Context: an optimization exercise on an open-source flow, tuned for small area, a short achievable clock period and few clock cycles per item. The choices shown serve that exercise and are no tape-out recipe.
The RTL was checked by simulation tests, not by an equivalence proof against the original design.
Power is estimated from default activity; no workload was simulated.

`flow/design.v`:
```
package alu_exec_pkg;
  localparam logic [3:0] CTRL_AND  = 4'b0000;
  localparam logic [3:0] CTRL_OR   = 4'b0001;
  localparam logic [3:0] CTRL_ADD  = 4'b0010;
  localparam logic [3:0] CTRL_SLL  = 4'b0011;
  localparam logic [3:0] CTRL_SLT  = 4'b0100;
  localparam logic [3:0] CTRL_SLTU = 4'b0101;
  localparam logic [3:0] CTRL_BEQ  = 4'b0110;
  localparam logic [3:0] CTRL_XOR  = 4'b0111;
  localparam logic [3:0] CTRL_SRL  = 4'b1000;
  localparam logic [3:0] CTRL_JAL  = 4'b1001;
  localparam logic [3:0] CTRL_SRA  = 4'b1010;
  localparam logic [3:0] CTRL_REM  = 4'b1011;
  localparam logic [3:0] CTRL_NOP  = 4'b1100;
  localparam logic [3:0] CTRL_DIV  = 4'b1101;
  localparam logic [3:0] CTRL_MUL  = 4'b1110;
  localparam logic [3:0] CTRL_BNEQ = 4'b1111;
  localparam logic [1:0] PH_0  = 2'd0;   
  localparam logic [1:0] PH_1  = 2'd1;   
  localparam logic [1:0] PH_IT = 2'd2;   
  localparam logic [1:0] PH_F  = 2'd3;   
endpackage
module mdu_bitlen (
  input  logic [31:0] x,
  output logic        nz,
  output logic [4:0]  pos
);
  logic [3:0] bnz;
  logic [2:0] bpos [4];
  always_comb begin
    for (int j = 0; j < 4; j++) begin
      logic [7:0] v;
      v       = x[8*j +: 8];
      bnz[j]  = |v;
      bpos[j][2] = |v[7:4];
      bpos[j][1] = bpos[j][2] ? |v[7:6] : |v[3:2];
      if (bpos[j][2]) bpos[j][0] = bpos[j][1] ? v[7] : v[5];
      else            bpos[j][0] = bpos[j][1] ? v[3] : v[1];
    end
    nz = |bnz;
    if (bnz[3])      pos = {2'd3, bpos[3]};
    else if (bnz[2]) pos = {2'd2, bpos[2]};
    else if (bnz[1]) pos = {2'd1, bpos[1]};
    else             pos = {2'd0, bpos[0]};
  end
endmodule
import alu_exec_pkg::*;
module alu_exec_unit #(
  parameter int WIDTH = 32,
  parameter int SHW   = $clog2(WIDTH)
) (
  input  logic             clk,
  input  logic             reset,
  input  logic             valid_in,
  output logic             ready,
  input  logic [3:0]       alu_ctrl,
  input  logic [WIDTH-1:0] op_a,
  input  logic [WIDTH-1:0] op_b,
  output logic             valid_out,
  output logic [WIDTH-1:0] result,
  output logic             zero,
  output logic             branch_taken
);
  localparam int W1 = WIDTH + 1;
  logic [W1-1:0]  a_q, b_q, r_q;
  logic           v_q, rdy_q, vout_q, zero_q, br_q;
  logic [1:0]     ph_q;
  logic [SHW-1:0] cnt_q;
  logic [1:0]     amt_q;
  logic           sa_q, sb_q, dz_q, zp_q;
  logic           f_mdu, f_mul, f_rem, f_beq, f_bneq;
  logic           c_xa, c_xinv, c_yb, c_yb2, c_yr, c_y4, c_yinv, c_cin;
  logic           c_rmul, c_rdv, c_rsh, c_rsum, c_and, c_or, c_xor, c_slt, c_sltu;
  logic           c_shl, c_sha, c_shm, c_shn, c_asum, c_bkeep;
  assign ready        = rdy_q;
  assign valid_out    = vout_q;
  assign result       = r_q[WIDTH-1:0];
  assign zero         = zero_q;
  assign branch_taken = br_q;
  logic mdu, ph0;
  assign mdu = v_q && f_mdu;
  assign ph0 = (ph_q == PH_0);
  logic [WIDTH-1:0] x_ab;
  logic             eq;
  assign x_ab = a_q[WIDTH-1:0] ^ b_q[WIDTH-1:0];
  assign eq   = ~|x_ab;
  logic [W1-1:0] xop, yop, sum;
  logic [W1+1:0] sum_w;
  assign xop   = ({W1{c_xa}} & a_q) ^ {W1{c_xinv}};
  assign yop   = (({W1{c_yb}} & b_q) | ({W1{c_yb2}} & {b_q[W1-2:0], 1'b0})
                 | ({W1{c_yr}} & r_q) | (W1'(c_y4) << 2)) ^ {W1{c_yinv}};
  assign sum_w = {1'b0, xop, 1'b1} + {1'b0, yop, c_cin};
  assign sum   = sum_w[W1:1];
  logic [SHW-1:0] sh_amt;
  logic [W1-1:0]  sh_in, sh_r, sh_out;
  logic           sh_fill;
  logic [W1:0]    sh_wide;
  assign sh_amt = c_shn ? cnt_q : c_shm ? SHW'(amt_q) : b_q[SHW-1:0];
  always_comb begin
    sh_fill = ~c_shl & c_sha & a_q[W1-1];
    for (int i = 0; i < W1; i++) sh_in[i] = c_shl ? a_q[W1-1-i] : a_q[i];
    if (!c_shl) sh_in[W1-1] = sh_fill;
    sh_wide = $signed({sh_fill, sh_in}) >>> sh_amt;
    sh_r    = sh_wide[W1-1:0];
    for (int i = 0; i < W1; i++) sh_out[i] = c_shl ? sh_r[W1-1-i] : sh_r[i];
  end
  logic [WIDTH-1:0] mpl;
  logic             mul_last, mul_next_last;
  assign mpl           = ph0 ? a_q[WIDTH-1:0] : r_q[WIDTH-1:0];
  assign mul_last      = (mpl[WIDTH-1:1] == '0) || (mpl[WIDTH-1:1] == '1);
  assign mul_next_last = (mpl[WIDTH-1:3] == '0) || (mpl[WIDTH-1:3] == '1);
  function automatic logic [2:0] booth(input logic [1:0] m, input logic p);
    booth = {m[0] ^ p, (m[1] & ~m[0] & ~p) | (~m[1] & m[0] & p), m[1] & ~(m[0] & p)};
  endfunction
  logic dsub, qneg, dsucc, div_last, div_next_last;
  assign dsub          = ~(sa_q ^ sb_q);           
  assign qneg          = (sa_q ^ sb_q) & ~dz_q;
  assign dsucc         = (sum[W1-1] == sa_q);
  logic rem2, rem2_n, fix2_q;
  assign rem2          = f_rem & sa_q & ~sb_q & ~b_q[0];   
  assign rem2_n        = f_rem & sa_q & ~sb_q & ~dsucc;    
  assign div_last      = (ph_q == PH_F) && (fix2_q || !rem2);
  assign div_next_last = ((ph_q == PH_IT) && (cnt_q == '0) && !rem2_n)
                      || ((ph_q == PH_F) && !fix2_q && rem2);
  logic           nza, nzb, dsa;
  logic [4:0]     pa, pb;
  logic [6:0]     dab, dax;
  logic [SHW-1:0] nalign;
  mdu_bitlen u_la (.x(a_q[WIDTH-1:0] ^ {WIDTH{a_q[WIDTH-1]}}), .nz(nza), .pos(pa));
  mdu_bitlen u_lb (.x(b_q[WIDTH-1:0] ^ {WIDTH{b_q[WIDTH-1]}}), .nz(nzb), .pos(pb));
  assign dsa = a_q[WIDTH-1];
  assign dab = 7'(pa) - 7'(pb) + 7'(dsa);            
  assign dax = 7'(pa) + 7'(1) + 7'(dsa);             
  always_comb begin
    if (!nzb && !b_q[WIDTH-1])
      nalign = '1;                                   
    else if (!nza)
      nalign = SHW'(dsa & ~nzb);
    else if (!nzb)
      nalign = dax[5] ? '1 : dax[SHW-1:0];
    else if (dab[6])
      nalign = '0;
    else
      nalign = dab[5] ? '1 : dab[SHW-1:0];
  end
  logic last, next_last;
  assign last      = f_mul ? mul_last : div_last;
  assign next_last = f_mul ? mul_next_last : div_next_last;
  logic sel_sum, sel_sh, sel_rsh2;
  assign sel_sum  = c_rsum | (c_rmul & mul_last) | c_rdv;
  assign sel_sh   = c_rsh | (c_rmul & ~mul_last & ph0);
  assign sel_rsh2 = c_rmul & ~mul_last & ~ph0;
  logic [W1-1:0] r_next;
  assign r_next = ({W1{sel_sum}}  & sum)
                | ({W1{sel_sh}}   & sh_out)
                | ({W1{sel_rsh2}} & {r_q[W1-1], r_q[W1-1], r_q[W1-1:2]})
                | ({W1{c_and}}    & {1'b0, a_q[WIDTH-1:0] & b_q[WIDTH-1:0]})
                | ({W1{c_or}}     & {1'b0, a_q[WIDTH-1:0] | b_q[WIDTH-1:0]})
                | ({W1{c_xor}}    & {1'b0, x_ab})
                | W1'(c_slt & sum[WIDTH])
                | W1'(c_sltu & (sum[WIDTH] ^ a_q[WIDTH-1] ^ b_q[WIDTH-1]));
  logic             swap;
  logic [WIDTH-1:0] in_a, in_b;
  logic b16, a8;
  assign b16  = (op_b[WIDTH-1:15] == '0) || (op_b[WIDTH-1:15] == '1) || (op_b[WIDTH-1:16] == '0);
  assign a8   = (op_a[WIDTH-1:7] == '0) || (op_a[WIDTH-1:7] == '1) || (op_a[WIDTH-1:8] == '0);
  assign swap = (alu_ctrl == CTRL_MUL) && b16 && !a8;
  assign in_a = swap ? op_b : op_a;
  assign in_b = swap ? op_a : op_b;
  logic n_xa, n_xinv, n_yb, n_yb2, n_yr, n_y4, n_yinv, n_cin;
  logic n_rmul, n_rdv, n_rsh, n_rsum, n_and, n_or, n_xor, n_slt, n_sltu;
  logic n_shl, n_sha, n_shm, n_shn, n_asum, n_bkeep;
  logic [1:0] n_amt;
  logic [2:0] bz;
  always_comb begin
    n_xa = 1'b1; n_xinv = 1'b0; n_yb = 1'b1; n_yb2 = 1'b0; n_yr = 1'b0; n_y4 = 1'b0;
    n_yinv = 1'b0; n_cin = 1'b0;
    n_rmul = 1'b0; n_rdv = 1'b0; n_rsh = 1'b0; n_rsum = 1'b0;
    n_and = 1'b0; n_or = 1'b0; n_xor = 1'b0; n_slt = 1'b0; n_sltu = 1'b0;
    n_shl = 1'b0; n_sha = 1'b0; n_shm = 1'b0; n_shn = 1'b0; n_amt = '0; n_asum = 1'b1; n_bkeep = 1'b0;
    bz = '0;
    if (rdy_q) begin
      case (alu_ctrl)
        CTRL_AND:  n_and = 1'b1;
        CTRL_OR:   n_or  = 1'b1;
        CTRL_XOR:  n_xor = 1'b1;
        CTRL_ADD:  n_rsum = 1'b1;
        CTRL_BEQ, CTRL_BNEQ: begin n_rsum = 1'b1; n_yinv = 1'b1; n_cin = 1'b1; end
        CTRL_SLT:  begin n_slt  = 1'b1; n_yinv = 1'b1; n_cin = 1'b1; end
        CTRL_SLTU: begin n_sltu = 1'b1; n_yinv = 1'b1; n_cin = 1'b1; end
        CTRL_JAL:  begin n_rsum = 1'b1; n_yb = 1'b0; n_y4 = 1'b1; end
        CTRL_SLL:  begin n_rsh = 1'b1; n_shl = 1'b1; end
        CTRL_SRL:  n_rsh = 1'b1;
        CTRL_SRA:  begin n_rsh = 1'b1; n_sha = 1'b1; end
        CTRL_MUL: begin
          bz = booth(in_a[1:0], 1'b0);
          n_rmul = 1'b1; n_xa = 1'b0; n_yb = bz[2]; n_yb2 = bz[1]; n_yinv = bz[0];
          n_cin = bz[0]; n_shm = 1'b1; n_sha = 1'b1; n_amt = 2'd2;
        end
        CTRL_DIV, CTRL_REM: begin
          n_rsh = 1'b1; n_xa = 1'b0; n_shm = 1'b1; n_sha = 1'b1;
        end
        default: ;   
      endcase
    end else if (f_mul) begin
      bz = booth(mpl[3:2], mpl[1]);
      n_rmul = 1'b1; n_yb = bz[2]; n_yb2 = bz[1]; n_yinv = bz[0]; n_cin = bz[0];
    end else begin
      case (ph_q)
        PH_0: begin
          n_rsum = 1'b1; n_xa = 1'b0; n_xinv = a_q[WIDTH-1]; n_yb = 1'b0; n_yr = 1'b1;
          n_shn = 1'b1; n_shl = 1'b1; n_asum = 1'b0;
        end
        PH_F: begin
          n_rsum = 1'b1; n_xa = 1'b0; n_yb = 1'b0; n_yr = 1'b1; n_cin = 1'b1;
        end
        default: begin
          if (ph_q == PH_IT && cnt_q == '0) begin
            n_rsum = 1'b1;
            if (f_rem) begin
              n_yb = 1'b0; n_yr = 1'b1;
              if (dsucc) begin n_xa = 1'b0; n_cin = sa_q; end
              else       begin n_xinv = sa_q ^ sb_q; n_cin = sa_q | sb_q; end
            end else begin
              n_xa = 1'b0; n_yinv = qneg; n_cin = qneg;
            end
          end else begin
            n_rdv = 1'b1; n_yb = 1'b0; n_yr = 1'b1;
            n_xinv = (ph_q == PH_1) ? dsub : (dsub ^ ~dsucc);
            n_cin  = n_xinv;
            n_shm = 1'b1; n_sha = 1'b1; n_asum = 1'b0; n_bkeep = 1'b1;
            n_amt = (cnt_q == SHW'((ph_q == PH_1) ? 0 : 1)) ? 2'd0 : 2'd1;
          end
        end
      endcase
    end
  end
  always_ff @(posedge clk) begin
    r_q <= r_next;
    if (rdy_q)                     fix2_q <= 1'b0;
    else if (ph_q == PH_F && rem2) fix2_q <= 1'b1;
    if (rdy_q) begin
      a_q <= {in_a[WIDTH-1], in_a};
      b_q <= {in_b[WIDTH-1], in_b};
      f_mdu  <= (alu_ctrl == CTRL_MUL) || (alu_ctrl == CTRL_DIV) || (alu_ctrl == CTRL_REM);
      f_mul  <= (alu_ctrl == CTRL_MUL);
      f_rem  <= (alu_ctrl == CTRL_REM);
      f_beq  <= (alu_ctrl == CTRL_BEQ);
      f_bneq <= (alu_ctrl == CTRL_BNEQ);
    end else begin
      a_q <= c_asum ? sum : sh_out;
      b_q <= f_mul ? {b_q[W1-3:0], 2'b00} : ({b_q[W1-2:0], dsucc} & {W1{c_bkeep}});
    end
    {c_xa, c_xinv, c_yb, c_yb2, c_yr, c_y4, c_yinv, c_cin} <=
      {n_xa, n_xinv, n_yb, n_yb2, n_yr, n_y4, n_yinv, n_cin};
    {c_rmul, c_rdv, c_rsh, c_rsum, c_and, c_or, c_xor, c_slt, c_sltu} <=
      {n_rmul, n_rdv, n_rsh, n_rsum, n_and, n_or, n_xor, n_slt, n_sltu};
    {c_shl, c_sha, c_shm, c_shn, c_asum, c_bkeep} <= {n_shl, n_sha, n_shm, n_shn, n_asum, n_bkeep};
    amt_q <= n_amt;
    if (!(mdu && !ph0)) begin
      zp_q <= eq;
      sa_q <= a_q[WIDTH-1];
      sb_q <= b_q[WIDTH-1];
      dz_q <= (b_q[WIDTH-1:0] == '0);
    end
    if (ph0) cnt_q <= nalign;
    else if (ph_q == PH_IT) cnt_q <= cnt_q - 1'b1;
    zero_q <= (mdu && !ph0) ? zp_q : eq;
    br_q   <= (f_beq & eq) | (f_bneq & ~eq);
    if (reset) begin
      v_q    <= 1'b0;
      rdy_q  <= 1'b1;
      vout_q <= 1'b0;
      ph_q   <= PH_0;
    end else begin
      vout_q <= v_q && (!mdu || last);
      if (rdy_q) begin
        v_q   <= valid_in;
        ph_q  <= PH_0;
        rdy_q <= !(valid_in && (alu_ctrl == CTRL_MUL || alu_ctrl == CTRL_DIV
                                || alu_ctrl == CTRL_REM));
      end else if (last) begin
        v_q   <= 1'b0;
        rdy_q <= 1'b1;
      end else begin
        rdy_q <= next_last;
        case (ph_q)
          PH_0:    ph_q <= f_mul ? PH_IT : PH_1;
          PH_1:    ph_q <= PH_IT;
          PH_IT:   if (!f_mul && cnt_q == '0) ph_q <= PH_F;
          default: ph_q <= PH_F;
        endcase
      end
    end
  end
endmodule
```
`flow/flow/run.sh`:
```
#!/bin/bash
set -euo pipefail
MARGIN=6.2
PORTS="'BUFFER_PORTS_ARGS=-buffer_cell sky130_fd_sc_hd__buf_2'"
sed "s/SETUP_SLACK_MARGIN=[0-9.]*/SETUP_SLACK_MARGIN=${MARGIN} ${PORTS}/" standard.sh > standard_cts.sh
sed "s/SETUP_SLACK_MARGIN=[0-9.]*/SETUP_SLACK_MARGIN=0 ${PORTS}/" standard.sh > standard_fin.sh
grep -q "SETUP_SLACK_MARGIN=${MARGIN} 'BUFFER_PORTS_ARGS" standard_cts.sh
grep -q "SETUP_SLACK_MARGIN=0 'BUFFER_PORTS_ARGS" standard_fin.sh
bash standard_cts.sh cts > orfs_make_cts.log 2>&1
bash standard_fin.sh > orfs_make_finish.log 2>&1
```
`flow/standard.sh`:
```
#!/bin/bash
# synth_recipe.tcl (not shown) runs the flow's synth.tcl, then flattens the netlist and writes it again
# the make line also repeats each setting of config.mk as NAME=value (left out here)
make -C /OpenROAD-flow-scripts/flow DESIGN_CONFIG=/design/flow/config.mk WORK_HOME=/design/flow/orfs CLKGATE_MAP_FILE= SYNTH_SCRIPT=/design/flow/synth_recipe.tcl "${@:-finish}"
```
`flow/config.mk`:
```
export PLATFORM = sky130hd
export DESIGN_NAME = alu_exec_unit
export DESIGN_NICKNAME = alu_exec_unit
export VERILOG_FILES = /design/flow/design.v
export SDC_FILE = /design/flow/constraint.sdc
export NUM_CORES = 4
export LEC_CHECK = 0
export ABC_AREA = 1
export CAP_MARGIN = 20
export CORE_MARGIN = 2
export CORE_UTILIZATION = 30
export CTS_BUF_LIST = sky130_fd_sc_hd__clkbuf_4 sky130_fd_sc_hd__clkbuf_8
export PLACE_DENSITY = 0.4
export SETUP_SLACK_MARGIN = 5
export SLEW_MARGIN = 20
```
`flow/constraint.sdc`:
```
create_clock -name core_clock -period 10.0 [get_ports {clk}]
set_input_delay 2.0000 -clock core_clock [delete_from_list [all_inputs] [get_ports {clk}]]
set_output_delay 2.0000 -clock core_clock [all_outputs]
set_load 0.01 [all_outputs]
```
==> qor.csv, run 1 <==
metric,value,unit
FF-to-FF Start,b_q[31],
H-Tree Depth,4,
Final nets,3003,
Synth Register Bits,144,
initial antenna violation count,1,
gr ovfl total,0,
crit path max fanout,9,
layout cell share with drive strength beyond 1,12.87,%
ys flop type,dfxtp_1,
post-route setup slack,5.982,ns
Setup WS pre-CTS,5.185,ns
"Distinct cells, synth",70,
die footprint,57850,um^2
Post-Syn Area,16780,um^2
GRT Util Overall,32.02,%
Routed wire per std cell,25.99,um
clk sinks,144,
yosys synthesis warning count,3,
vias post-DR,19620,
Hold Path Cell Cnt,2,
Storage cell area,3107,um^2
DR iter-0 viols,1999,
setup repair after global routing missed its margin,no,
largest buffer count on any clock path,2,
Detailed Place HPWL,72.67,mm
type of origin of the critical path,register,
"Setup violations, final",0,
top-level I/O count,107,
Post-Syn Area per Cell,6.019,um^2
Tmin final,4.018,ns
root buffer cell,clkbuf_8,
Leakage,8.955,nW
Synth Net Count,2975,
fin crit share,40.18,%
largest net degree at the start of global routing,88,
post-synth top area cell,nand2_1,
fmax,248.9,MHz
Reg-to-Reg End,cnt_q[3],
Initial Util,30.40,%
r2r setup slk,5.98,ns
row count,86,
drt first pass iters,6,
R2R cell count,26,
Worst EP arrival,4.45,ns
vias in the first global route,18630,
Max Cap Viol,0,
Post-Synthesis Cells,2788,
Crit Path Category,register to register,
"commonest non-fill, non-tap cells in the layout","nand2_1, inv_1, o21ai_0",
gp weighted congestion,0.9744,
CTS tree,built,
worst slew pin tran,1.167,ns
hold endpoint,r_q[0],
fin. max-slew vios,0,
fill cell count,6206,
final hold vios,0,
die width,240.5,um
port bufs,106,
worst hold path class,register to register,
Post-route DRC,0,
Die Ht,240.5,um
setup TNS,0,ns
ys async rst share,0,%
Critical Path End Type,register,
cell area after layout,18740,um^2
top-area cell type share of the netlist area,18.50,%
PwrDens,176.5,nW/um^2
area of the multi-input gates,11850,um^2
area delta synth->final,11.70,%
CTS buffer count,17,
main area contributors after synthesis,"nand2_1, dfxtp_1, ha_1",
"EDFF count, synth",14,
Rel. slew slack,20.99,%
vias per std cell,5.482,
status,"complete, no violations",
Final ANT Viol Nets,0,
Hold Path Origin,c_slt,
Clock Pin Slew Worst Setup and Hold Paths,0.10,ns
CP Data Required Time,10.43,ns
Placed Area,17560,um^2
# hold bufs at CTS,0,
core box area,55200,um^2
"commonest non-fill, non-tap cell in the layout",nand2_1,
CP startpoint,b_q[31],
Worst-Skew Late Latency,0.57,ns
Max VDD drop,0.00009323,V
post-synthesis sequential area ratio,18.01,%
first-pass GRT wire length,132.2,mm
Clock Skews,0.01525,ns
Routed WL,92.98,mm
-- metal layers --
metal,global-route usage (%),share of wire [%]
met3,4.753,5.6
met4,19.46,6.7
met2,50.75,45
met5,0,0
met1,40.97,43
-- worst max-delay path by stage --
| stage | endpoint | slack [ns] |
|---|---|---|
| 3_3_place_gp | a_q[32] | 5.20 |
| 4_1_cts | cnt_q[3] | 6.11 |
| 2_1_floorplan | cnt_q[2] | 6.24 |
| 3_5_place_dp | a_q[32] | 5.19 |
| 5_1_grt | cnt_q[3] | 5.72 |
| 6_report | cnt_q[3] | 5.98 |
-- cells by family (layout without fill, tap and decap cells) --
kind of cell	Yosys count	after routing	synth area share, %
simple gates	1310	1310	32.72
compound gates	635	635	22.51
buf+inv	479	520	12.56
flops	144	144	18.01
fa+ha+maj	116	116	8.738
xor+xnor	100	100	5.219
mux	4	4	0.2461
other cells	0	1	0
-- synth_stat cells (6+ instances only) --
library cell	instances
buf_4	40
inv_1	296
nor4_1	23
o211ai_1	54
nand4_1	45
a21o_1	8
o21bai_1	11
edfxtp_1	14
buf_6	15
nand2_1	827
dfxtp_1	130
nand3_1	160
a31oi_1	9
o221ai_1	35
nor3_1	19
ha_1	114
inv_2	12
o21ai_1	85
o21a_1	6
o21ai_2	9
clkbuf_1	77
buf_1	14
xnor2_1	18
o21ai_0	211
a221oi_1	24
xor2_1	82
nor2_1	195
a21oi_1	144
nand3b_1	9
buf_2	22
-- per-stage QoR --
stage | hold WS, ns | cells | utilization, % | power, mW
floorplan | 0.4283 | 2788 | - | 2.018
global placement | 0.4591 | 3503 | 31.81 | 2.671
detailed placement | 0.4513 | 3503 | 31.81 | 2.661
CTS | 0.4685 | 3577 | 33.95 | 3.274
global route | 0.4991 | 3577 | 33.95 | 3.509
finish | 0.4657 | 3578 | 33.96 | 3.308
-- sequential cells by signal, summed over array words and instances (netlist names), 2 cells and up --
name   cells
a_q       33
amt_q      2
b_q       33
cnt_q      5
ph_q       2
r_q       33
-- worst max-delay path: stages (launching register included) --
cell and delay [ns]:
dfxtp_4 0.40, buf_12 0.15, nand2_1 0.07, o21ai_0 0.18, nand2_1 0.12, inv_2 0.13, nand2_4 0.08, o21ai_4 0.10
nand3b_1 0.10, o211ai_1 0.14, o31ai_2 0.13, nand2_1 0.08, nand3b_1 0.09, mux2i_1 0.18, ha_2 0.23, fa_2 0.44
inv_2 0.07, ha_1 0.14, inv_1 0.06, nor2_2 0.14, nand3_1 0.14, nand2_2 0.13, nand2_1 0.07, or2_2 0.29
nand2_1 0.07, nand2_1 0.05, a21oi_1 0.12
-- where the power goes --
part	internal, mW	switching [mW]
Sequential	0.687	0.189
Combinational	0.605	1.30
Clock	0.224	0.299
Total	1.51	1.79
-- repair_timing --
action	in CTS	in global routing
buffers inserted	41	0
endpoints found under the setup margin	72	0
gates resized for setup	170	0
-- final cells by class --
cell class / count / area share (%)
timing repair buffer: 178 / 6.482
inverter: 310 / 6.615
antenna: 1 / 0.01335
tap: 748 / 4.993
clock inverter: 15 / 0.8411
clock buffer: 17 / 1.248
sequential: 144 / 16.57
multi-input combinational: 2165 / 63.23
Testbench counts, summed over its fixed seeds: cycles 47,809, items 24,000.
==> run 2, diff against run 1 <==
--- a/flow/flow/run.sh
+++ b/flow/flow/run.sh
@@ -1,7 +1,7 @@
 #!/bin/bash
 set -euo pipefail
 MARGIN=6.2
-PORTS="'BUFFER_PORTS_ARGS=-buffer_cell sky130_fd_sc_hd__buf_2'"
+PORTS="'BUFFER_PORTS_ARGS=-buffer_cell sky130_fd_sc_hd__buf_1'"
 sed "s/SETUP_SLACK_MARGIN=[0-9.]*/SETUP_SLACK_MARGIN=${MARGIN} ${PORTS}/" standard.sh > standard_cts.sh
 sed "s/SETUP_SLACK_MARGIN=[0-9.]*/SETUP_SLACK_MARGIN=0 ${PORTS}/" standard.sh > standard_fin.sh
 grep -q "SETUP_SLACK_MARGIN=${MARGIN} 'BUFFER_PORTS_ARGS" standard_cts.sh
==> run 2 against run 1 <==
Maximum frequency shrank 2.1%. Design area grew 0.45%. Power shrank 0.31%. Hold slack gained 0.0087 ns. Final cell count grew 0.61%. Flip-flop and latch count is the same. Critical path type unchanged.
==> qor.csv, run 2 <==
metric,value,unit,change
gr ovfl total,0,,unchanged
Critical Path Stages,23,,-12%
# hold bufs at CTS,0,,unchanged
gp weighted congestion,0.9772,,+0.29%
GRT Util Overall,31.64,%,-0.38 points
fill cell count,6209,,+0.048%
fmax,243.6,MHz,-2.1%
crit path max fanout,6,,-3
die width,240.5,um,unchanged
Post-Synthesis Cells,2788,,unchanged
CP Cell Sequence,a21oi_1 > a21oi_1 > nand2_1 > nor2_4 > buf_4 > inv_1 > nor2_1 > o221ai_1 > nand3b_1 > o21ai_2 > ha_2 > fa_2 > o21ai_2 > xor2_1 > inv_1 > nor2_1 > xnor2_1 > inv_1 > a21oi_2 > or2_4 > nand2_1 > nand2_1 > a21oi_1,,
top post-synthesis cells by count,"nand2_1, inv_1, o21ai_0",,
Initial Util,30.40,%,unchanged
CP max stage delay,0.63,ns,+0.19 ns
Routed wire per std cell,25.63,um,-1.4%
top-level I/O count,107,,unchanged
"Setup violations, final",0,,unchanged
ys flop type,dfxtp_1,,
first-pass GRT wire length,130.9,mm,-0.96%
Clock Pin Slew Worst Setup and Hold Paths,0.10,ns,about the same
Die Ht,240.5,um,unchanged
CP Data Required Time,10.34,ns,-0.09 ns
Synth Net Count,2975,,unchanged
"CP delay by family, top",simple AND/OR/NAND/NOR gates,,
type of origin of the critical path,register,,
core box area,55200,um^2,unchanged
Post-Syn Area,16780,um^2,unchanged
top-area cell type share of the netlist area,18.50,%,unchanged
vias in the first global route,18540,,-0.47%
Critical Path End Type,register,,
main area contributors after synthesis,"nand2_1, dfxtp_1, ha_1",,
area delta synth->final,12.20,%,
Bufs and invs on worst path,4,,unchanged
final hold vios,0,,unchanged
Max VDD drop,0.00007560,V,-19%
row count,86,,unchanged
drt first pass iters,5,,-1
clk sinks,144,,unchanged
root buffer cell,clkbuf_8,,
ANT cells,0,,-1
DR iter-0 viols,2258,,+13%
Critical-path top delay cell,dfxtp_1,,
layout cell share with drive strength beyond 1,10.20,%,-2.7 points
ys async rst share,0,%,unchanged
R2R cell count,23,,-12%
"Distinct cells, synth",70,,unchanged
worst slew pin tran,1.037,ns,-0.1293 ns
CTS tree,built,,
"EDFF count, synth",14,,unchanged
largest buffer count on any clock path,2,,unchanged
Hold Path Cell Cnt,2,,unchanged
Post-route DRC,0,,unchanged
Rel. slew slack,30.21,%,+9.2 points
worst hold path class,register to register,,
Final ANT Viol Nets,0,,unchanged
Final nets,3026,,+0.77%
Crit Path Category,register to register,,
initial antenna violation count,1,,unchanged
fin crit share,41.05,%,+0.86 points
largest net degree at the start of global routing,88,,unchanged
CTS buffer count,17,,unchanged
port bufs,106,,unchanged
setup repair after global routing missed its margin,no,,
"commonest non-fill, non-tap cells in the layout","nand2_1, inv_1, o21ai_0",,
top-count cell post-synth,nand2_1,,
Hold WS,0.4744,ns,+0.008674 ns
sequential share of power,26.8,%,+0.3 points
Leakage,8.776,nW,-2.0%
post-synthesis sequential area ratio,18.01,%,unchanged
"commonest non-fill, non-tap cell in the layout",nand2_1,,
Worst EP arrival,4.44,ns,about the same
combinational power share,58.6,%,+0.9 points
clock power share,14.6,%,-1.2 points
Post-Syn Area per Cell,6.019,um^2,unchanged
H-Tree Depth,4,,unchanged
vias post-DR,19840,,+1.1%
PwrDens,175.1,nW/um^2,-0.76%
Routed WL,92.26,mm,-0.77%
fin. max-slew vios,0,,unchanged
NetSw,1.814,mW,+1.2%
Max Cap Viol,0,,unchanged
Tmin final,4.105,ns,+0.08647 ns
Clock Skews,0.01963,ns,+0.004387 ns
status,"complete, no violations",,
setup TNS,0,ns,unchanged
Detailed Place HPWL,70.61,mm,-2.8%
vias per std cell,5.510,,+0.50%
Worst-Skew Late Latency,0.58,ns,about the same
yosys synthesis warning count,3,,unchanged
post-synth top area cell,nand2_1,,
Int Pwr,1.483,mW,-2.1%
Synth Register Bits,144,,unchanged
Top Registers,"a_q: 33 flops, b_q: 33 flops, r_q: 33 flops",,
Switching Fraction,55.02,%,+0.82 points
die footprint,57850,um^2,unchanged
-- run 2: cell counts after synthesis --
No cell type changed its count.
-- run 2: power by group through the flow --
stage	combinational, mW	sequential [mW]	clock, mW
after global placement	1.76	0.891	0
after floorplan	1.25	0.767	0
final	1.93	0.884	0.482
after global routing	2.10	0.884	0.508
after detailed placement	1.76	0.887	0
after CTS	1.88	0.877	0.489
-- run 2: per-layer routing --
layer	wire (um)	up-vias	track usage [%]	share of wire [%]
li1	-	9387	-	-
met1	39090	9432	40.40	42
met2	41740	835	50.83	45
met3	5723	181	4.317	6.2
met4	5702	0	18.61	6.2
met5	0	-	0	0
-- run 2: cells by family (layout without fill, tap and decap cells) --
group                    count (synthesis)  in the layout  synth area share, %
AND/OR/NAND/NOR                       1310           1310                32.72
AO/OA/AOI/OAI                          635            635                22.51
buffers and inverters                  479            543                12.56
flip-flops                             144            144                18.01
adder cells (fa/ha/maj)                116            116                8.738
XOR/XNOR                               100            100                5.219
multiplexers                             4              4               0.2461
-- run 2: final timing paths --
| kind | from | endpoint | slack (ns) |
|---|---|---|---|
| hold reg to reg | v_q | vout_q | 0.47 |
| setup reg to reg | a_q[22] | cnt_q[3] | 5.90 |
| hold / removal | v_q | vout_q | 0.47 |
| setup / recovery | a_q[22] | cnt_q[3] | 5.90 |
-- run 2: metrics by stage --
step	std cells	utilization, %	worst slack (ns)	instance area (um^2)	power [mW]
6_report	3600	34.11	5.895	18830	3.298
5_1_grt	3600	34.11	5.555	18830	3.491
4_1_cts	3599	34.06	6.167	18800	3.250
3_5_place_dp	3503	31.57	5.162	17420	2.645
3_3_place_gp	3503	31.57	5.183	17420	2.651
2_1_floorplan	2788	-	6.244	16780	2.018
-- run 2: worst min-delay path: stages, from the launching register on --
cell and delay, ns:
dfxtp_1 0.32, inv_1 0.06, a211oi_1 0.05
-- run 2: cell type report --
class | count | area, um^2 | area share (%)
multi-input cells | 2165 | 11920 | 63.30
clock buffers | 20 | 256.5 | 1.362
well taps | 748 | 935.9 | 4.971
flip-flops and latches | 144 | 3103 | 16.48
clock inverters | 12 | 85.08 | 0.4519
repair buffers | 200 | 1301 | 6.911
inverters | 310 | 1220 | 6.479
repair inverters | 1 | 8.758 | 0.04652
-- run 2: repair_timing --
item | 4_1_cts | 5_1_grt
setup endpoints to repair | 92 | 0
setup buffers | 60 | 0
gates resized for setup | 176 | 0
==> run 3, diff against run 2 <==
==> flow/flow/run.sh (replaced) <==
#!/bin/bash
set -euo pipefail
MARGIN=6.2
FINMARGIN=5.9
PORTS="'BUFFER_PORTS_ARGS=-buffer_cell sky130_fd_sc_hd__buf_2'"
sed "s/SETUP_SLACK_MARGIN=[0-9.]*/SETUP_SLACK_MARGIN=${MARGIN} ${PORTS}/" standard.sh > standard_cts.sh
sed "s/SETUP_SLACK_MARGIN=[0-9.]*/SETUP_SLACK_MARGIN=${FINMARGIN} ${PORTS}/" standard.sh > standard_fin.sh
grep -q "SETUP_SLACK_MARGIN=${MARGIN} 'BUFFER_PORTS_ARGS" standard_cts.sh
grep -q "SETUP_SLACK_MARGIN=${FINMARGIN} 'BUFFER_PORTS_ARGS" standard_fin.sh
bash standard_cts.sh cts > orfs_make_cts.log 2>&1
bash standard_fin.sh > orfs_make_finish.log 2>&1
==> run 3 against run 2 <==
Still clean on timing, DRC and antenna. Sequential power decreased by 0.7%. Register-to-register slack better by 0.08 ns. Routed wire length is 1.1% higher. Flip-flop and latch count unchanged. Global-route usage up 0.38 points. Setup slack improved by 0.082 ns. Clock-buffer cell count shrank 3. Critical path type unchanged. Largest cell class unchanged. Highest routed layer unchanged.
==> qor.csv, run 3 <==
metric,value,unit,change
status,"complete, no violations",,
Post-Synthesis Cells,2788,,unchanged
drt first pass iters,6,,+1
Final ANT Viol Nets,0,,unchanged
CTS tree,built,,
Int Pwr,1.537,mW,+3.6%
"Distinct cells, synth",70,,unchanged
Routed WL,93.29,mm,+1.1%
Worst EP arrival,4.46,ns,+0.02 ns
ys flop type,dfxtp_1,,
top post-synthesis cells by count,"nand2_1, inv_1, o21ai_0",,
combinational power share,58.2,%,-0.4 points
fmax,248.6,MHz,+2.0%
die footprint,57850,um^2,unchanged
clk sinks,144,,unchanged
worst hold path class,register to register,,
R2R cell count,25,,+8.7%
ys async rst share,0,%,unchanged
sequential share of power,26.2,%,-0.6 points
top-count cell post-synth,nand2_1,,
fin crit share,40.22,%,-0.82 points
Final nets,3012,,-0.46%
post-synthesis mux area share,0.2460,%,unchanged
main area contributors after synthesis,"nand2_1, dfxtp_1, ha_1",,
final core utilization,34.41,%,+0.30 points
post-synth top area cell,nand2_1,,
Storage cell area,3119,um^2,+0.52%
Setup WS pre-CTS,5.185,ns,+0.02392 ns
Worst-Skew Late Latency,0.57,ns,about the same
Hold Path Origin,c_slt,,
vias post-DR,19670,,-0.85%
H-Tree Depth,4,,unchanged
CP Data Required Time,10.43,ns,+0.09 ns
gr ovfl total,0,,unchanged
Rel. slew slack,21.48,%,-8.7 points
post-synthesis sequential area ratio,18.01,%,unchanged
worst slew pin tran,1.159,ns,+0.1221 ns
initial antenna violation count,1,,unchanged
PwrDens,176.4,nW/um^2,+0.74%
core box area,55200,um^2,unchanged
XOR/XNOR Fraction of Synth Area,5.219,%,unchanged
root buffer cell,clkbuf_8,,
Reg-to-Reg End,cnt_q[3],,
fin. max-slew vios,0,,unchanged
NetSw,1.814,mW,about the same
vias in the first global route,18630,,+0.47%
Clock Skews,0.01753,ns,-0.002107 ns
layout cell share with drive strength beyond 1,14.20,%,+4.0 points
CTS buffer count,17,,unchanged
GRT Util Overall,32.02,%,+0.38 points
first-pass GRT wire length,132.2,mm,+0.97%
Crit Path Category,register to register,,
Top Registers,"a_q: 33 flops, b_q: 33 flops, r_q: 33 flops",,
setup repair after global routing missed its margin,yes,,
r2r setup slk,5.98,ns,+0.08 ns
Synth Area in Adders,8.738,%,unchanged
largest buffer count on any clock path,2,,unchanged
Leakage,9.028,nW,+2.9%
post-route setup slack,5.978,ns,+0.08229 ns
Simple-Gate Fraction of Synth Area,32.72,%,unchanged
Max VDD drop,0.00009248,V,+22%
Clock Pin Slew Worst Setup and Hold Paths,0.10,ns,about the same
die width,240.5,um,unchanged
largest net degree at the start of global routing,88,,unchanged
yosys synthesis warning count,3,,unchanged
port bufs,106,,unchanged
Switching Fraction,54.14,%,-0.88 points
"EDFF count, synth",14,,unchanged
Max Cap Viol,0,,unchanged
Die Ht,240.5,um,unchanged
Post-Syn Area per Cell,6.019,um^2,unchanged
area delta synth->final,13.18,%,
Post-route DRC,0,,unchanged
"Setup violations, final",0,,unchanged
Synth Net Count,2975,,unchanged
area of the multi-input gates,11990,um^2,+0.59%
type of origin of the critical path,register,,
crit path max fanout,9,,+3
# hold bufs at CTS,0,,unchanged
"commonest non-fill, non-tap cells in the layout","nand2_1, inv_1, o21ai_0",,
row count,86,,unchanged
total power,3.351,mW,+1.6%
Routed wire per std cell,26.01,um,+1.5%
complex-gate fraction of the synthesized area,22.51,%,unchanged
DR iter-0 viols,1939,,-14%
vias per std cell,5.483,,-0.49%
gp weighted congestion,0.9744,,-0.29%
clock power share,15.6,%,+1.0 points
Post-Syn Area,16780,um^2,unchanged
FF-to-FF Start,a_q[31],,
Setup crit end,cnt_q[3],,
Tmin final,4.022,ns,-0.08229 ns
Synth Register Bits,144,,unchanged
Detailed Place HPWL,72.67,mm,+2.9%
"commonest non-fill, non-tap cell in the layout",nand2_1,,
setup TNS,0,ns,unchanged
Critical Path End Type,register,,
top-area cell type share of the netlist area,18.50,%,unchanged
top-level I/O count,107,,unchanged
CP startpoint,a_q[31],,
main combinational cell family by area after synthesis,simple AND/OR/NAND/NOR gates,,
Initial Util,30.40,%,unchanged
fill cell count,6187,,-0.35%
final hold vios,0,,unchanged
==> run 3: cell counts after synthesis <==
No cell type changed its count.
==> run 3: per-stage QoR <==
stage	instances	cell area (um^2)	hold WS (ns)
after global routing	3586	18990	0.4991
after global placement	3503	17560	0.4591
after detailed placement	3503	17560	0.4513
final	3587	18990	0.4653
after CTS	3577	18740	0.4685
after floorplan	2788	16780	0.4283
==> run 3: cell type report <==
cell class              count  area share, %
repair buffers            187          6.891
clock buffers              17          1.232
flip-flops and latches    144          16.42
multi-input cells        2165          63.12
well taps                 748          4.928
inverters                 310          6.568
diodes                      1        0.01318
clock inverters            15         0.8300
==> run 3: logic make-up after synthesis <==
| family | count (synthesis) |
|---|---|
| and+or+nand+nor | 1310 |
| buffers and inverters | 479 |
| adders and majority gates | 116 |
| DFF | 144 |
| AOI/OAI and AO/OA | 635 |
| xor gates and xnor gates | 100 |
| muxes | 4 |
==> run 3: metal layers <==
layer	share of wire (%)	up-vias	global-route usage [%]	routed length, um
met5	0	-	0	0
met4	6.8	0	19.46	6304
met3	5.8	190	4.753	5366
met2	45	752	50.75	41640
met1	43	9365	40.97	39980
li1	-	9359	-	-
==> run 3: worst min path at each step <==
stage / endpoint / slack (ns) / cells after the start
detailed placement: r_q[0] / 0.45 / 2
global placement: r_q[0] / 0.46 / 2
CTS: r_q[0] / 0.47 / 2
finish: r_q[0] / 0.47 / 2
global route: br_q / 0.50 / 1
floorplan: r_q[0] / 0.43 / 2
==> run 3: critical path, stage by stage, from the launching register on <==
cell,delay (ns)
dfxtp_4,0.38
buf_12,0.15
nand2_1,0.06
o21ai_0,0.07
a21oi_1,0.23
nand2_2,0.13
nor2_4,0.21
nand2_2,0.08
inv_2,0.07
o311ai_2,0.11
a21oi_2,0.15
nand3b_1,0.15
o21ai_2,0.09
ha_2,0.20
fa_2,0.42
o21ai_2,0.18
xor2_2,0.23
inv_2,0.08
nor2_4,0.12
xnor2_2,0.08
inv_2,0.11
a21oi_2,0.04
or2_2,0.27
nand2_1,0.07
nand2_1,0.07
a21oi_2,0.12
==> run 3: power groups by stage <==
stage	logic, mW	clock network [mW]	registers, mW
floorplan	1.25	0	0.767
global placement	1.79	0	0.884
detailed placement	1.78	0	0.881
CTS	1.87	0.530	0.872
global route	2.12	0.550	0.879
finish	1.95	0.522	0.878
==> run 3: what timing repair did <==
action,CTS,global route
gates resized for setup,170,47
buffers inserted,41,8
setup endpoints to repair,72,6
cloned,1,1
pin swaps,19,24
==> run 4, diff against run 3 <==
--- a/flow/design.v
+++ b/flow/design.v
@@ -62,7 +62,8 @@
   output logic             branch_taken
 );
   localparam int W1 = WIDTH + 1;
-  logic [W1-1:0]  a_q, b_q, r_q;
+  logic [W1-1:0]  a_q, r_q;
+  logic [WIDTH-1:0] b_q;              
   logic           v_q, rdy_q, vout_q, zero_q, br_q;
   logic [1:0]     ph_q;
   logic [SHW-1:0] cnt_q;
@@ -87,7 +88,7 @@
   logic [W1-1:0] xop, yop, sum;
   logic [W1+1:0] sum_w;
   assign xop   = ({W1{c_xa}} & a_q) ^ {W1{c_xinv}};
-  assign yop   = (({W1{c_yb}} & b_q) | ({W1{c_yb2}} & {b_q[W1-2:0], 1'b0})
+  assign yop   = (({W1{c_yb}} & {b_q[WIDTH-1], b_q}) | ({W1{c_yb2}} & {b_q, 1'b0})
                  | ({W1{c_yr}} & r_q) | (W1'(c_y4) << 2)) ^ {W1{c_yinv}};
   assign sum_w = {1'b0, xop, 1'b1} + {1'b0, yop, c_cin};
   assign sum   = sum_w[W1:1];
@@ -241,7 +242,7 @@
     else if (ph_q == PH_F && rem2) fix2_q <= 1'b1;
     if (rdy_q) begin
       a_q <= {in_a[WIDTH-1], in_a};
-      b_q <= {in_b[WIDTH-1], in_b};
+      b_q <= in_b;
       f_mdu  <= (alu_ctrl == CTRL_MUL) || (alu_ctrl == CTRL_DIV) || (alu_ctrl == CTRL_REM);
       f_mul  <= (alu_ctrl == CTRL_MUL);
       f_rem  <= (alu_ctrl == CTRL_REM);
@@ -249,7 +250,7 @@
       f_bneq <= (alu_ctrl == CTRL_BNEQ);
     end else begin
       a_q <= c_asum ? sum : sh_out;
-      b_q <= f_mul ? {b_q[W1-3:0], 2'b00} : ({b_q[W1-2:0], dsucc} & {W1{c_bkeep}});
+      b_q <= f_mul ? {b_q[WIDTH-3:0], 2'b00} : ({b_q[WIDTH-2:0], dsucc} & {WIDTH{c_bkeep}});
     end
     {c_xa, c_xinv, c_yb, c_yb2, c_yr, c_y4, c_yinv, c_cin} <=
       {n_xa, n_xinv, n_yb, n_yb2, n_yr, n_y4, n_yinv, n_cin};
==> flow/flow/run.sh (replaced) <==
#!/bin/bash
set -euo pipefail
MARGIN=6.2
PORTS="'BUFFER_PORTS_ARGS=-buffer_cell sky130_fd_sc_hd__buf_2'"
sed "s/SETUP_SLACK_MARGIN=[0-9.]*/SETUP_SLACK_MARGIN=${MARGIN} ${PORTS}/" standard.sh > standard_cts.sh
sed "s/SETUP_SLACK_MARGIN=[0-9.]*/SETUP_SLACK_MARGIN=0 ${PORTS}/" standard.sh > standard_fin.sh
grep -q "SETUP_SLACK_MARGIN=${MARGIN} 'BUFFER_PORTS_ARGS" standard_cts.sh
grep -q "SETUP_SLACK_MARGIN=0 'BUFFER_PORTS_ARGS" standard_fin.sh
bash standard_cts.sh cts > orfs_make_cts.log 2>&1
bash standard_fin.sh > orfs_make_finish.log 2>&1
--- a/flow/config.mk
+++ b/flow/config.mk
@@ -9,7 +9,6 @@
 export CAP_MARGIN = 20
 export CORE_MARGIN = 2
 export CORE_UTILIZATION = 30
-export CTS_BUF_LIST = sky130_fd_sc_hd__clkbuf_4 sky130_fd_sc_hd__clkbuf_8
 export PLACE_DENSITY = 0.4
 export SETUP_SLACK_MARGIN = 5
 export SLEW_MARGIN = 20
==> run 4 against run 3 <==
Clock skew fell by 0.0073 ns. Clock power rose by 25%. Design area fell by 0.96%. Global-route usage rose by 0.55 points. Via count rose by 1.5%. Largest power group unchanged. Sequential power barely moved. Still clean on timing, DRC and antenna. Sequential share of layout area fell by 0.17 points. Critical path depth rose by 1.
==> qor.csv, run 4 <==
metric,value,unit,change
top-area cell type share of the netlist area,18.02,%,-0.48 points
area delta synth->final,12.59,%,
drt first pass iters,9,,+3
sequential share of power,25.2,%,-1.0 points
fmax,242.5,MHz,-2.5%
Detailed Place HPWL,74.09,mm,+2.0%
post-synth top area cell,nand2_1,,
final hold vios,0,,unchanged
Final nets,3009,,-0.10%
largest buffer count on any clock path,2,,unchanged
Synth Register Bits,143,,-0.69%
Post-route DRC,0,,unchanged
R2R cell count,26,,+4.0%
die footprint,57600,um^2,-0.43%
NetSw,1.868,mW,+3.0%
setup TNS,0,ns,unchanged
CTS tree,built,,
Worst-Skew Late Latency,0.47,ns,-0.10 ns
FF-to-FF Start,b_q[31],,
status,"complete, no violations",,
Clock Pin Slew Worst Setup and Hold Paths,0.07,ns,-0.03 ns
vias post-DR,19970,,+1.5%
Post-Syn Area per Cell,5.948,um^2,-1.2%
worst hold path class,register to register,,
global-route met2 utilization,49.63,%,-1.1 points
GRT Util Overall,32.56,%,+0.55 points
setup repair after global routing missed its margin,no,,
top-level I/O count,107,,unchanged
main area contributors after synthesis,"nand2_1, dfxtp_1, o21ai_0",,
vias per std cell,5.570,,+1.6%
Post-Synthesis Cells,2809,,+0.75%
worst slew pin tran,1.145,ns,-0.01461 ns
Synth Net Count,2996,,+0.71%
Routed wire per std cell,26.30,um,+1.1%
clock power share,18.8,%,+3.2 points
PwrDens,185.1,nW/um^2,+4.9%
ys flop type,dfxtp_1,,
met1 usage,44.72,%,+3.8 points
initial antenna violation count,5,,+4
"commonest non-fill, non-tap cells in the layout","nand2_1, inv_1, o21ai_0",,
Tmin final,4.124,ns,+0.1015 ns
die width,240.0,um,-0.22%
DR iter-0 viols,2090,,+7.8%
vias in the first global route,18830,,+1.1%
CP startpoint,b_q[31],,
clk sinks,143,,-0.69%
Int Pwr,1.613,mW,+4.9%
"Setup violations, final",0,,unchanged
largest net degree at the start of global routing,63,,-28%
top-count cell post-synth,nand2_1,,
"commonest non-fill, non-tap cell in the layout",nand2_1,,
Routed WL,94.29,mm,+1.1%
root buffer cell,clkbuf_16,,
Top Registers,"a_q: 33 flops, r_q: 33 flops, b_q: 32 flops",,
Rel. slew slack,23.68,%,+2.2 points
Clock Skews,0.01026,ns,-0.007264 ns
Post-Syn Area,16710,um^2,-0.44%
gr ovfl total,0,,unchanged
H-Tree Depth,4,,unchanged
total power,3.481,mW,+3.9%
crit path max fanout,9,,unchanged
Setup WS pre-CTS,4.940,ns,-0.2456 ns
Worst EP arrival,4.34,ns,-0.12 ns
first-pass GRT wire length,135.0,mm,+2.2%
post-synthesis sequential area ratio,17.97,%,-0.040 points
CTS buffer count,17,,unchanged
yosys synthesis warning count,3,,unchanged
layout cell share with drive strength beyond 1,10.97,%,-3.2 points
Crit Path Category,register to register,,
Critical Path End Type,register,,
"EDFF count, synth",14,,unchanged
Setup crit end,cnt_q[2],,
top post-synthesis cells by count,"nand2_1, inv_1, o21ai_0",,
Final ANT Viol Nets,0,,unchanged
post-route setup slack,5.876,ns,-0.1015 ns
row count,86,,unchanged
r2r setup slk,5.88,ns,-0.10 ns
fin. max-slew vios,0,,unchanged
port bufs,106,,unchanged
Max Cap Viol,0,,unchanged
CP Data Required Time,10.22,ns,-0.21 ns
type of origin of the critical path,register,,
core box area,55090,um^2,-0.19%
"Distinct cells, synth",69,,-1.4%
combinational power share,56.0,%,-2.2 points
ys async rst share,0,%,unchanged
met3 Use GR,5.878,%,+1.1 points
Switching Fraction,53.67,%,-0.46 points
Die Ht,240.0,um,-0.22%
Reg-to-Reg End,cnt_q[2],,
Initial Util,30.33,%,-0.075 points
fin crit share,41.24,%,+1.0 points
gp weighted congestion,0.9983,,+2.5%
Max VDD drop,0.0001123,V,+21%
gr busiest metal,met2,,
Leakage,9.052,nW,+0.27%
-- run 4: cell count changes in the layout (fill, tap and decap cells not counted), sizes merged, moves of 12 or more --
cell / previous run / this run
o21ai: 305 / 329
nor2: 201 / 229
nand2: 831 / 805
a22oi: 4 / 20
buf: 185 / 164
o221ai: 35 / 13
nand3: 162 / 174
o211ai: 56 / 37
-- run 4: timing repair --
action,CTS,global route
resized for setup,131,0
hold buffers,0,0
endpoints found under the setup margin,110,0
buffers inserted,22,0
hold endpoints to repair,0,0
-- run 4: metal layers --
layer,up-vias,part of all wire [%]
met5,-,0.024
met4,4,4.8
met3,166,8.1
met2,973,43
met1,9473,45
li1,9353,-
-- run 4: area by class of cell --
class | count | area (um^2)
tap | 748 | 935.9
clock inverter | 15 | 141.4
fill | 6308 | 36280
timing repair buffer | 167 | 1162
antenna | 2 | 5.005
inverter | 306 | 1186
timing repair inverter | 1 | 5.005
multi-input combinational | 2186 | 11890
clock buffer | 17 | 425.4
sequential | 143 | 3057
-- run 4: worst min-delay path by stage --
stage,depth (start not counted),startpoint,slack [ns],end
2_1_floorplan,1,f_mdu,0.43,vout_q
3_3_place_gp,2,v_q,0.45,vout_q
3_5_place_dp,1,f_mdu,0.45,vout_q
4_1_cts,1,f_mdu,0.46,vout_q
5_1_grt,1,f_mdu,0.47,vout_q
6_report,1,f_mdu,0.45,vout_q
-- run 4: critical path, cell delays in order (launching register included) --
cell      delay [ns]
dfxtp_4         0.39
buf_12          0.16
nor2_1          0.14
nand2_1         0.09
o21ai_2         0.09
nand2_2         0.14
or2_0           0.23
nand2_2         0.14
nand3b_1        0.11
o211ai_1        0.16
o31ai_4         0.14
nand2_1         0.09
nand4_1         0.08
nand2_1         0.09
ha_2            0.18
fa_2            0.44
inv_2           0.07
nand2_1         0.05
nor2_1          0.10
nand3_1         0.11
nor2_1          0.15
xnor2_1         0.18
inv_1           0.11
o21ai_1         0.14
nand2_1         0.06
a31oi_1         0.17
a21oi_1         0.07
-- run 4: kinds of logic (layout without fill, tap and decap cells) --
family / Yosys count / count (layout) / share of synthesized area [%]
XOR/XNOR: 103 / 103 / 5.400
AO/OA/AOI/OAI: 628 / 628 / 21.73
multiplexers: 3 / 3 / 0.1872
adder cells (fa/ha/maj): 116 / 116 / 8.777
other: 0 / 2 / 0
AND/OR/NAND/NOR: 1336 / 1336 / 33.51
flip-flops: 143 / 143 / 17.97
buffers and inverters: 480 / 506 / 12.42
-- run 4: stage by stage --
stage | hold slack, ns | cell area [um^2] | std cells | util [%]
final | 0.4515 | 18810 | 3585 | 34.14
after global routing | 0.4660 | 18810 | 3583 | 34.13
after CTS | 0.4575 | 18810 | 3583 | 34.13
after detailed placement | 0.4484 | 17560 | 3524 | 31.87
after global placement | 0.4507 | 17550 | 3524 | 31.86
after floorplan | 0.4260 | 16730 | 2809 | -
-- run 4: power groups by stage --
stage | sequential, mW | combinational (mW) | clock (mW)
after floorplan | 0.760 | 1.24 | 0
after global placement | 0.885 | 1.83 | 0
after detailed placement | 0.882 | 1.82 | 0
after CTS | 0.873 | 1.91 | 0.658
after global routing | 0.883 | 2.13 | 0.680
final | 0.877 | 1.95 | 0.654
Testbench counts of run 4, summed over its fixed seeds: cycles 47,809, items 24,000.
==> run 5, diff against run 4 <==
--- a/flow/config.mk
+++ b/flow/config.mk
@@ -9,6 +9,7 @@
 export CAP_MARGIN = 20
 export CORE_MARGIN = 2
 export CORE_UTILIZATION = 30
+export CTS_BUF_LIST = sky130_fd_sc_hd__clkbuf_4 sky130_fd_sc_hd__clkbuf_8
 export PLACE_DENSITY = 0.4
 export SETUP_SLACK_MARGIN = 5
 export SLEW_MARGIN = 20
==> run 5 against run 4 <==
Critical path depth is 3 lower. Synthesized cell count is the same. Power shrank 5.0%. Highest routed layer unchanged.
==> qor.csv, run 5 <==
metric,value,unit,change
worst slew pin tran,1.135,ns,-0.009412 ns
setup repair after global routing missed its margin,no,,
clk sinks,143,,unchanged
first-pass GRT wire length,134.9,mm,about the same
Critical Path End Type,register,,
Initial Util,30.33,%,unchanged
CP Data Required Time,10.28,ns,+0.06 ns
Hold Path Cell Cnt,1,,unchanged
top post-synthesis cells by count,"nand2_1, inv_1, o21ai_0",,
core box area,55090,um^2,unchanged
Switching Fraction,55.80,%,+2.1 points
Hold Path Origin,f_mdu,,
Synth Register Bits,143,,unchanged
port bufs,106,,unchanged
fin. max-slew vios,0,,unchanged
gr ovfl total,0,,unchanged
ys flop type,dfxtp_1,,
Top Registers,"a_q: 33 flops, r_q: 33 flops, b_q: 32 flops",,
main area contributors after synthesis,"nand2_1, dfxtp_1, o21ai_0",,
drt first pass iters,6,,-3
Reg-to-Reg End,cnt_q[2],,
Worst-Skew Late Latency,0.53,ns,+0.06 ns
hold endpoint,vout_q,,
"commonest non-fill, non-tap cells in the layout","nand2_1, inv_1, o21ai_0",,
CP Cell Sequence,bufbuf_16 > nand2_1 > o21ai_0 > a21oi_1 > nand2_1 > o21ai_1 > nor2_1 > o211ai_1 > o21ai_0 > o21ai_2 > ha_2 > fa_2 > inv_2 > nand2_2 > nor2_1 > nand3_1 > nor2_1 > xnor2_1 > inv_1 > o21ai_1 > nand2_1 > a31oi_1 > a21oi_1,,
status,"complete, no violations",,
"Distinct cells, synth",69,,unchanged
GRT Util Overall,32.55,%,about the same
row count,86,,unchanged
CTS tree,built,,
largest net degree at the start of global routing,63,,unchanged
yosys synthesis warning count,3,,unchanged
Routed WL,94.24,mm,about the same
Clock Pin Slew Worst Setup and Hold Paths,0.10,ns,+0.03 ns
top-count cell post-synth,nand2_1,,
clock power share,14.7,%,-4.1 points
placed insts,3524,,unchanged
DR iter-0 viols,2128,,+1.8%
die footprint,57600,um^2,unchanged
Post-Syn Area,16710,um^2,unchanged
"EDFF count, synth",14,,unchanged
Critical-path top delay cell,fa_2,,
area delta synth->final,11.03,%,
vias post-DR,19920,,-0.23%
Post-route DRC,0,,unchanged
ys async rst share,0,%,unchanged
Tmin final,4.121,ns,-0.003060 ns
combinational power share,58.8,%,+2.8 points
post-synthesis sequential area ratio,17.97,%,unchanged
Worst EP arrival,4.40,ns,+0.06 ns
setup TNS,0,ns,unchanged
PwrDens,178.3,nW/um^2,-3.6%
"Setup violations, final",0,,unchanged
top-area cell type share of the netlist area,18.02,%,unchanged
Final nets,3008,,-0.033%
Clock Skews,0.01449,ns,+0.004224 ns
gp weighted congestion,0.9983,,unchanged
Max Cap Viol,0,,unchanged
vias in the first global route,18890,,+0.32%
final core utilization,33.67,%,-0.47 points
Max VDD drop,0.00008790,V,-22%
Synth Net Count,2996,,unchanged
worst hold path class,register to register,,
Bufs and invs on worst path,3,,unchanged
sequential share of power,26.5,%,+1.3 points
post-synth top area cell,nand2_1,,
NetSw,1.846,mW,-1.2%
Placed Area,17560,um^2,unchanged
"commonest non-fill, non-tap cell in the layout",nand2_1,,
cell area after layout,18550,um^2,-1.4%
Final ANT Viol Nets,0,,unchanged
layout cell share with drive strength beyond 1,10.90,%,-0.067 points
final hold vios,0,,unchanged
CP max stage delay,0.44,ns,about the same
FF-to-FF Start,a_q[31],,
initial antenna violation count,3,,-2
fill cell count,6335,,+0.43%
crit path max fanout,16,,+7
Leakage,8.931,nW,-1.3%
fin crit share,41.21,%,about the same
Post-Syn Area per Cell,5.948,um^2,unchanged
root buffer cell,clkbuf_8,,
top-level I/O count,107,,unchanged
fmax,242.7,MHz,about the same
H-Tree Depth,4,,unchanged
R2R cell count,23,,-12%
Routed wire per std cell,26.29,um,about the same
Finished Layout Cells,3584,,-0.028%
Post-Synthesis Cells,2809,,unchanged
largest buffer count on any clock path,2,,unchanged
vias per std cell,5.559,,-0.20%
"CP delay by family, top",compound AO/OA/AOI/OAI gates,,
r2r setup slk,5.88,ns,about the same
Rel. slew slack,24.30,%,+0.63 points
type of origin of the critical path,register,,
Crit Path Category,register to register,,
Detailed Place HPWL,74.09,mm,unchanged
die width,240.0,um,unchanged
Die Ht,240.0,um,unchanged
# hold bufs at CTS,0,,unchanged
Int Pwr,1.462,mW,-9.3%
CTS buffer count,17,,unchanged
==> run 5: cell types whose count changed in the layout (fill, tap and decap cells not counted), sizes merged <==
cell,before,now
bufbuf,3,2
==> run 5: cell families (layout without fill, tap and decap cells) <==
| group | count (synthesis) | count (layout) | synth area share [%] |
|---|---|---|---|
| flip-flops | 143 | 143 | 17.97 |
| AND/OR/NAND/NOR | 1336 | 1336 | 33.51 |
| other | 0 | 2 | 0 |
| AO/OA/AOI/OAI | 628 | 628 | 21.73 |
| multiplexers | 3 | 3 | 0.1872 |
| buffers and inverters | 480 | 505 | 12.42 |
| XOR/XNOR | 103 | 103 | 5.400 |
| adder cells (fa/ha/maj) | 116 | 116 | 8.777 |
==> run 5: layout make-up <==
class | instances | area [um^2] | area share (%)
Timing Repair Buffer | 166 | 1125 | 6.064
Inverter | 306 | 1184 | 6.381
Clock buffer | 17 | 234.0 | 1.261
Tap cell | 748 | 935.9 | 5.045
Sequential cell | 143 | 3055 | 16.47
Multi-Input combinational cell | 2186 | 11870 | 63.96
Clock inverter | 15 | 141.4 | 0.7622
Timing Repair inverter | 1 | 5.005 | 0.02698
Antenna cell | 2 | 5.005 | 0.02698
==> run 5: what timing repair did <==
item / CTS / global route
buffers inserted: 22 / 0
setup endpoints to repair: 110 / 0
resized for setup: 123 / 0
==> run 5: worst max-delay path by stage <==
stage,startpoint,end,slack [ns],cells past startpoint
after floorplan,b_q[31],cnt_q[2],6.21,26
after global placement,op_b[28],a_q[31],4.53,10
after detailed placement,op_b[19],a_q[19],4.94,10
after CTS,a_q[31],cnt_q[2],5.99,26
after global routing,b_q[20],cnt_q[1],5.58,21
final,a_q[31],cnt_q[2],5.88,23
==> run 5: layer usage <==
layer	vias up	wire, um	part of all wire, %	global-route usage [%]
met5	-	25	0.027	0
met3	165	7844	8.3	6.223
met2	950	40230	43	49.68
met4	4	4354	4.6	13.80
li1	9348	-	-	-
met1	9457	41780	44	44.56
==> run 5: power groups by stage <==
| stage | registers (mW) | clock network (mW) | logic (mW) |
|---|---|---|---|
| after CTS | 0.873 | 0.489 | 1.90 |
| after global routing | 0.883 | 0.512 | 2.12 |
| final | 0.877 | 0.485 | 1.95 |
| after floorplan | 0.760 | 0 | 1.24 |
| after detailed placement | 0.882 | 0 | 1.82 |
| after global placement | 0.885 | 0 | 1.83 |
==> run 5: worst reg2reg max path: stages, from the launching register on <==
cell and delay, ns:
dfxtp_4 0.40, bufbuf_16 0.31, nand2_1 0.07, o21ai_0 0.07, a21oi_1 0.15, nand2_1 0.11, o21ai_1 0.27, nor2_1 0.07
o211ai_1 0.22, o21ai_0 0.16, o21ai_2 0.19, ha_2 0.21, fa_2 0.44, inv_2 0.08, nand2_2 0.05, nor2_1 0.10
nand3_1 0.11, nor2_1 0.15, xnor2_1 0.18, inv_1 0.11, o21ai_1 0.14, nand2_1 0.06, a31oi_1 0.17, a21oi_1 0.07
==> run 5: metrics by stage <==
step                setup WS [ns]  hold WS (ns)  power (mW)
global placement            4.530        0.4507       2.719
finish                      5.879        0.4553       3.308
CTS                         5.986        0.4618       3.264
detailed placement          4.940        0.4484       2.704
global route                5.582        0.4708       3.516
floorplan                   6.214        0.4260       2.000

[separate check: timing with driven ports]
The results above use ideal ports. As a check the final layouts listed here were re-extracted and re-timed, cells and wires unchanged.
Step 1, drivers: a clkbuf_16 drives clk and a buf_2 each remaining input, both assumed.
Step 2 adds t to the input delays and takes it off the output delays; t is the mean of the earliest and latest rising clock arrival at the registers after step 1. Input paths then give back, and output paths get back, about the clock's delay inside the block.
a / b / c = no drivers / after step 1 / after step 2; a / b = the first two.
run | t (ns) | setup WS [ns] | clock arrival spread, ns | worst register clock-pin slew, ns
run 1 | 0.613 | 5.982 / 5.982 / 5.539 | 0.016 / 0.015 | 0.10 / 0.10
run 2 | 0.631 | 5.895 / 5.895 / 5.420 | 0.020 / 0.020 | 0.10 / 0.10
run 3 | 0.609 | 5.978 / 5.978 / 5.528 | 0.018 / 0.018 | 0.10 / 0.10
run 4 | 0.518 | 5.876 / 5.876 / 5.669 | 0.010 / 0.011 | 0.08 / 0.08
run 5 | 0.577 | 5.879 / 5.879 / 5.562 | 0.015 / 0.014 | 0.11 / 0.11
After both steps every run listed still meets setup and hold. The setup slack of run 2, which loses most, moves by 0.000 ns with the drivers and by -0.475 ns with both steps.
